From an optimization exercise on the open Yosys and OpenROAD flow, aimed at small area, a short achievable clock period and few clock cycles; shortcuts taken in it are not production practice. Power is estimated from default activity; no workload was simulated.

==> flow/design.v <==
`timescale 1ns/1ps
`default_nettype none
package mem_pkg;
  typedef logic [31:0] addr_t;
  typedef logic [31:0] word_t;
  typedef logic [7:0]  byte_t;
  typedef logic [1:0]  size_t;
  localparam logic [1:0] IO_SELECT = 2'b11;  
endpackage
`default_nettype wire
`timescale 1ns/1ps
`default_nettype none
module mem_unit (
  input  logic                   clk_in,
  input  logic                   rst_in,
  input  logic                   rdy_in,
  input  logic                   fetch_en,
  input  mem_pkg::addr_t         fetch_addr,
  output logic                   fetch_done,
  output mem_pkg::word_t         fetch_data,
  input  logic                   load_en,
  input  mem_pkg::addr_t         load_addr,
  input  mem_pkg::size_t         load_size,
  output logic                   load_done,
  output mem_pkg::word_t         load_data,
  input  logic                   store_en,
  input  mem_pkg::addr_t         store_addr,
  input  mem_pkg::size_t         store_size,
  input  mem_pkg::word_t         store_data,
  output logic                   store_done,
  input  logic                   flush_in,
  input  logic                   io_buffer_full,
  input  mem_pkg::byte_t         mem_din,
  output mem_pkg::byte_t         mem_dout,
  output mem_pkg::addr_t         mem_a,
  output logic                   mem_wr
);
  logic        f_out;       
  logic        s_val;       
  logic [15:0] sw;
  logic [2:0]  fc;
  logic        fdin;        
  logic        f_sub;       
  logic [31:0] ra;
  logic        d_busy;
  logic        d_run;       
  logic        own;         
  logic        own_w;       
  logic        d_wr;        
  logic        d_io;        
  logic [17:0] d_q;         
  logic [1:0]  d_idx;       
  logic [1:0]  d_last;      
  logic [31:0] sd;          
  logic [3:0]  wb;          
  logic        ldin;        
  logic        l_fin;       
  logic        ls1, ls2, ls4;  
  logic        d_req;
  logic [1:0]  req_size, req_last;
  logic [17:0] req_addr;
  logic        req_io;
  logic        d_go;        
  logic        d_end;       
  logic        l_start;     
  logic        f_new;       
  logic        c_out;       
  logic        f_go0;       
  logic        f_done0;     
  logic [2:0]  fc0;
  logic [15:0] sw0;
  logic        n_busy, n_run, n_wr, n_io, n_fout, n_own;
  logic [1:0]  n_idx, n_last;
  logic [2:0]  n_fc;
  assign d_req    = load_en || store_en;
  assign req_size = load_en ? load_size : store_size;
  assign req_last = req_size[1] ? 2'd3 : {1'b0, req_size[0]};
  assign req_addr = load_en ? load_addr[17:0] : store_addr[17:0];
  assign req_io   = (req_addr[17:16] == mem_pkg::IO_SELECT);
  assign d_go     = own && !(d_wr && d_io && io_buffer_full);
  assign d_end    = d_go && d_idx == d_last;
  assign c_out    = fetch_en || (f_out && !flush_in);
  assign f_go0    = !own && !fc[2] && (c_out || s_val);
  assign l_start  = own && !d_run && !d_wr;
  assign f_done0  = c_out && ((fc[2] && !l_start) || (f_go0 && fc == 3'd3));
  assign fc0      = f_done0 ? 3'd0 : fc + {2'd0, f_go0};
  assign sw0      = f_done0 ? sw + 16'd1 : sw;
  assign f_new    = fetch_en && !(s_val && fetch_addr[17:2] == sw);
  assign mem_a    = {14'd0, own ? d_q : {sw, fc[1:0]}};
  assign mem_dout = ({8{wb[0]}} & sd[7:0])   | ({8{wb[1]}} & sd[15:8]) |
                    ({8{wb[2]}} & sd[23:16]) | ({8{wb[3]}} & sd[31:24]);
  assign mem_wr   = rdy_in && own_w && !(d_io && io_buffer_full);
  assign fetch_data = {({8{f_sub}} & mem_din) | ra[31:24], ra[23:0]};
  assign load_data[7:0]   = ({8{ls1}} & mem_din) | ra[7:0];
  assign load_data[15:8]  = ({8{ls2}} & mem_din) | ra[15:8];
  assign load_data[23:16] = ra[23:16];
  assign load_data[31:24] = {8{ls4}} & mem_din;
  logic [1:0] f_lane, l_lane;
  assign f_lane = fc[1:0] - 2'd1;
  assign l_lane = d_idx - 2'd1;
  always_ff @(posedge clk_in)
  begin
    if (fdin)
      ra[8*f_lane +: 8] <= mem_din;
    if (ldin && !l_fin)
      ra[8*l_lane +: 8] <= mem_din;
    if (rdy_in && l_start)
    begin
      if (d_last == 2'd0)
        ra[7:0] <= 8'd0;
      if (!d_last[1])
        ra[23:8] <= 16'd0;
    end
    if (rdy_in && f_go0 && c_out && fc == 3'd3 && !f_new)
      ra[31:24] <= 8'd0;
    if (rdy_in && store_en)
      sd <= store_data;
  end
  always_comb
  begin
    n_busy = d_busy;
    n_run  = d_run;
    n_wr   = d_wr;
    n_io   = d_io;
    n_idx  = d_idx;
    n_last = d_last;
    n_fout = f_out;
    n_fc   = fc;
    if (!rdy_in)
    begin
      if (l_fin)
      begin
        n_busy = 1'b1;
        n_run  = 1'b1;
      end
    end
    else
    begin
      if (d_req)
      begin
        n_busy = 1'b1;
        n_run  = 1'b0;
        n_wr   = store_en;
        n_io   = req_io;
        n_idx  = 2'd0;
        n_last = req_last;
      end
      else if (own)
      begin
        n_run = 1'b1;
        if (d_end)
        begin
          n_busy = 1'b0;
          n_wr   = 1'b0;
        end
        else if (d_go)
          n_idx = d_idx + 2'd1;
      end
      n_fout = f_new || (c_out && !f_done0);
      n_fc   = (f_new || l_start) ? 3'd0 :
               (fetch_en && f_done0) ? 3'd4 : fc0;
    end
    n_own = n_busy && (n_run || !(n_fout && n_fc != 3'd0 && !n_fc[2]));
  end
  always_ff @(posedge clk_in)
  begin
    if (rst_in)
    begin
      f_out      <= 1'b0;
      s_val      <= 1'b0;
      fc         <= 3'd0;
      fdin       <= 1'b0;
      f_sub      <= 1'b0;
      ldin       <= 1'b0;
      l_fin      <= 1'b0;
      ls1        <= 1'b0;
      ls2        <= 1'b0;
      ls4        <= 1'b0;
      d_busy     <= 1'b0;
      d_run      <= 1'b0;
      own        <= 1'b0;
      own_w      <= 1'b0;
      d_wr       <= 1'b0;
      fetch_done <= 1'b0;
      load_done  <= 1'b0;
      store_done <= 1'b0;
    end
    else
    begin
      d_busy <= n_busy;
      d_run  <= n_run;
      d_wr   <= n_wr;
      d_io   <= n_io;
      d_idx  <= n_idx;
      d_last <= n_last;
      f_out  <= n_fout;
      fc     <= n_fc;
      own    <= n_own;
      own_w  <= n_own && n_wr;
      wb     <= 4'b0001 << n_idx;
      if (!rdy_in)
      begin
        fdin  <= 1'b0;
        f_sub <= 1'b0;
        ldin  <= 1'b0;
        l_fin <= 1'b0;
        ls1   <= 1'b0;
        ls2   <= 1'b0;
        ls4   <= 1'b0;
        if (l_fin)
          load_done <= 1'b0;
      end
      else
      begin
        if (d_req)
          d_q <= req_addr;
        else if (d_go && !d_end)
          d_q <= d_q + 18'd1;
        ldin      <= d_go && !d_wr;
        l_fin     <= d_end && !d_wr;
        ls1       <= d_end && !d_wr && d_last == 2'd0;
        ls2       <= d_end && !d_wr && d_last == 2'd1;
        ls4       <= d_end && !d_wr && d_last[1];
        load_done <= d_end && !d_wr;
        store_done <= (n_own && n_wr && !n_io && n_idx == n_last) ||
                      (d_end && d_wr && d_io);
        fdin       <= f_go0 && !f_new;
        f_sub      <= f_go0 && c_out && fc == 3'd3 && !f_new;
        fetch_done <= f_done0 && !f_new;
        sw         <= fetch_en ? fetch_addr[17:2] : sw0;
        if (fetch_en)
          s_val <= 1'b1;
      end
    end
  end
endmodule
`default_nettype wire
==> flow/config.mk <==
export PLATFORM = sky130hd
export DESIGN_NAME = mem_unit
export DESIGN_NICKNAME = mem_unit
export VERILOG_FILES = /design/flow/design.v
export SDC_FILE = /design/flow/constraint.sdc
export NUM_CORES = 4
export LEC_CHECK = 0
export CAP_MARGIN = 20
export CORE_MARGIN = 2
export CORE_UTILIZATION = 40
export SETUP_SLACK_MARGIN = 2.4
export SLEW_MARGIN = 20
==> flow/constraint.sdc <==
create_clock -name core_clock -period 5.0 [get_ports {clk_in}]
set_input_delay 1.0000 -clock core_clock [delete_from_list [all_inputs] [get_ports {clk_in}]]
set_output_delay 1.0000 -clock core_clock [all_outputs]
set_load 0.01 [all_outputs]
standard.sh (not shown) runs the stock make flow with config.mk's settings and CLKGATE_MAP_FILE= SYNTH_SCRIPT=/design/flow/synth_recipe.tcl, a recipe that flattens the netlist after the stock synthesis.
==> flow/flow/run.sh <==
#!/bin/bash
# Standard layout, with the port buffers made of plain buf_1 cells
# (the default pick is the slower and larger clkdlybuf4s50_1); the
# resizer still sizes them up where timing or slew needs it.
set -euo pipefail
export BUFFER_PORTS_ARGS="-buffer_cell sky130_fd_sc_hd__buf_1"
bash standard.sh > flow_make.log 2>&1
==> next run, changes <==
--- a/flow/design.v
+++ b/flow/design.v
@@ -48,15 +48,14 @@
   logic        own_w;       
   logic        d_wr;        
   logic        d_io;        
   logic [17:0] d_q;         
-  logic [1:0]  d_idx;       
   logic [1:0]  d_last;      
   logic [31:0] sd;          
   logic [3:0]  wb;          
   logic        ldin;        
-  logic        l_fin;       
   logic        ls1, ls2, ls4;  
+  logic        l_fin;
   logic        d_req;
   logic [1:0]  req_size, req_last;
   logic [17:0] req_addr;
   logic        req_io;
@@ -69,17 +68,18 @@
   logic        f_done0;     
   logic [2:0]  fc0;
   logic [15:0] sw0;
   logic        n_busy, n_run, n_wr, n_io, n_fout, n_own;
-  logic [1:0]  n_idx, n_last;
+  logic [1:0]  n_last;
+  logic [3:0]  n_wb;
   logic [2:0]  n_fc;
   assign d_req    = load_en || store_en;
   assign req_size = load_en ? load_size : store_size;
   assign req_last = req_size[1] ? 2'd3 : {1'b0, req_size[0]};
   assign req_addr = load_en ? load_addr[17:0] : store_addr[17:0];
   assign req_io   = (req_addr[17:16] == mem_pkg::IO_SELECT);
   assign d_go     = own && !(d_wr && d_io && io_buffer_full);
-  assign d_end    = d_go && d_idx == d_last;
+  assign d_end    = d_go && (d_last[1] ? wb[3] : d_last[0] ? wb[1] : wb[0]);
   assign c_out    = fetch_en || (f_out && !flush_in);
   assign f_go0    = !own && !fc[2] && (c_out || s_val);
   assign l_start  = own && !d_run && !d_wr;
   assign f_done0  = c_out && ((fc[2] && !l_start) || (f_go0 && fc == 3'd3));
@@ -89,31 +89,23 @@
   assign mem_a    = {14'd0, own ? d_q : {sw, fc[1:0]}};
   assign mem_dout = ({8{wb[0]}} & sd[7:0])   | ({8{wb[1]}} & sd[15:8]) |
                     ({8{wb[2]}} & sd[23:16]) | ({8{wb[3]}} & sd[31:24]);
   assign mem_wr   = rdy_in && own_w && !(d_io && io_buffer_full);
-  assign fetch_data = {({8{f_sub}} & mem_din) | ra[31:24], ra[23:0]};
-  assign load_data[7:0]   = ({8{ls1}} & mem_din) | ra[7:0];
-  assign load_data[15:8]  = ({8{ls2}} & mem_din) | ra[15:8];
-  assign load_data[23:16] = ra[23:16];
+  assign fetch_data = {f_sub ? mem_din : ra[31:24], ra[23:0]};
+  assign load_data[7:0]   = ls1 ? mem_din : ra[7:0];
+  assign load_data[15:8]  = ls2 ? mem_din : {8{ls4}} & ra[15:8];
+  assign load_data[23:16] = {8{ls4}} & ra[23:16];
   assign load_data[31:24] = {8{ls4}} & mem_din;
-  logic [1:0] f_lane, l_lane;
+  logic [1:0] f_lane;
+  assign l_fin  = ls1 || ls2 || ls4;
   assign f_lane = fc[1:0] - 2'd1;
-  assign l_lane = d_idx - 2'd1;
   always_ff @(posedge clk_in)
   begin
     if (fdin)
       ra[8*f_lane +: 8] <= mem_din;
-    if (ldin && !l_fin)
-      ra[8*l_lane +: 8] <= mem_din;
-    if (rdy_in && l_start)
-    begin
-      if (d_last == 2'd0)
-        ra[7:0] <= 8'd0;
-      if (!d_last[1])
-        ra[23:8] <= 16'd0;
-    end
-    if (rdy_in && f_go0 && c_out && fc == 3'd3 && !f_new)
-      ra[31:24] <= 8'd0;
+    for (int j = 0; j < 3; j++)
+      if (ldin && !l_fin && wb[j+1])
+        ra[8*j +: 8] <= mem_din;
     if (rdy_in && store_en)
       sd <= store_data;
   end
   always_comb
@@ -121,9 +113,9 @@
     n_busy = d_busy;
     n_run  = d_run;
     n_wr   = d_wr;
     n_io   = d_io;
-    n_idx  = d_idx;
+    n_wb   = wb;
     n_last = d_last;
     n_fout = f_out;
     n_fc   = fc;
     if (!rdy_in)
@@ -141,9 +133,9 @@
         n_busy = 1'b1;
         n_run  = 1'b0;
         n_wr   = store_en;
         n_io   = req_io;
-        n_idx  = 2'd0;
+        n_wb   = 4'b0001;
         n_last = req_last;
       end
       else if (own)
       begin
@@ -153,9 +145,9 @@
           n_busy = 1'b0;
           n_wr   = 1'b0;
         end
         else if (d_go)
-          n_idx = d_idx + 2'd1;
+          n_wb  = {wb[2:0], 1'b0};
       end
       n_fout = f_new || (c_out && !f_done0);
       n_fc   = (f_new || l_start) ? 3'd0 :
                (fetch_en && f_done0) ? 3'd4 : fc0;
@@ -171,9 +163,8 @@
       fc         <= 3'd0;
       fdin       <= 1'b0;
       f_sub      <= 1'b0;
       ldin       <= 1'b0;
-      l_fin      <= 1'b0;
       ls1        <= 1'b0;
       ls2        <= 1'b0;
       ls4        <= 1'b0;
       d_busy     <= 1'b0;
@@ -190,21 +181,19 @@
       d_busy <= n_busy;
       d_run  <= n_run;
       d_wr   <= n_wr;
       d_io   <= n_io;
-      d_idx  <= n_idx;
+      wb     <= n_wb;
       d_last <= n_last;
       f_out  <= n_fout;
       fc     <= n_fc;
       own    <= n_own;
       own_w  <= n_own && n_wr;
-      wb     <= 4'b0001 << n_idx;
       if (!rdy_in)
       begin
         fdin  <= 1'b0;
         f_sub <= 1'b0;
         ldin  <= 1'b0;
-        l_fin <= 1'b0;
         ls1   <= 1'b0;
         ls2   <= 1'b0;
         ls4   <= 1'b0;
         if (l_fin)
@@ -216,14 +205,13 @@
           d_q <= req_addr;
         else if (d_go && !d_end)
           d_q <= d_q + 18'd1;
         ldin      <= d_go && !d_wr;
-        l_fin     <= d_end && !d_wr;
         ls1       <= d_end && !d_wr && d_last == 2'd0;
         ls2       <= d_end && !d_wr && d_last == 2'd1;
         ls4       <= d_end && !d_wr && d_last[1];
         load_done <= d_end && !d_wr;
-        store_done <= (n_own && n_wr && !n_io && n_idx == n_last) ||
+        store_done <= (n_own && n_wr && !n_io && (n_last[1] ? n_wb[3] : n_last[0] ? n_wb[1] : n_wb[0])) ||
                       (d_end && d_wr && d_io);
         fdin       <= f_go0 && !f_new;
         f_sub      <= f_go0 && c_out && fc == 3'd3 && !f_new;
         fetch_done <= f_done0 && !f_new;
Result:
- The new run produced a clean layout
- area after synthesis is higher by 0.73%
- clock skew barely changes
- power is lower by 6.3%
- first-iteration DRC count is lower by 19%
- utilization is higher by 0.58 points
- design area is higher by 1.5%
No functional check of the RTL was part of any run of this note.

-- port drivers added, routing unchanged --
Ports are ideal in the flow. The routed layouts listed here were re-timed in OpenROAD.
Step 1 (the two cells are an assumption about what drives the block):
set clk [get_ports {clk_in}]
set_driving_cell -lib_cell sky130_fd_sc_hd__clkbuf_16 $clk
set_driving_cell -lib_cell sky130_fd_sc_hd__buf_2 [delete_from_list [all_inputs] $clk]
Step 2 adds t to the input delays and takes it off the output delays; t is the mean of the earliest and latest rising clock arrival at the registers after step 1. Input paths then give back, and output paths get back, about the clock's delay inside the block.
Slacks: no drivers / after step 1 / after step 2; pairs: no drivers / after step 1.
| run | shift t [ns] | setup slack, ns | clock arrival spread, ns | slew at the worst register clock pin (ns) |
|---|---|---|---|---|
| the first run | 0.462 | 2.327 / 2.317 / 1.855 | 0.010 / 0.010 | 0.06 / 0.06 |
| the second run | 0.457 | 2.415 / 2.395 / 2.012 | 0.007 / 0.007 | 0.06 / 0.06 |
After both steps every run listed still meets setup and hold. For the first run, which loses most, drivers alone change the setup slack by -0.010 ns; drivers and shift together by -0.472 ns.
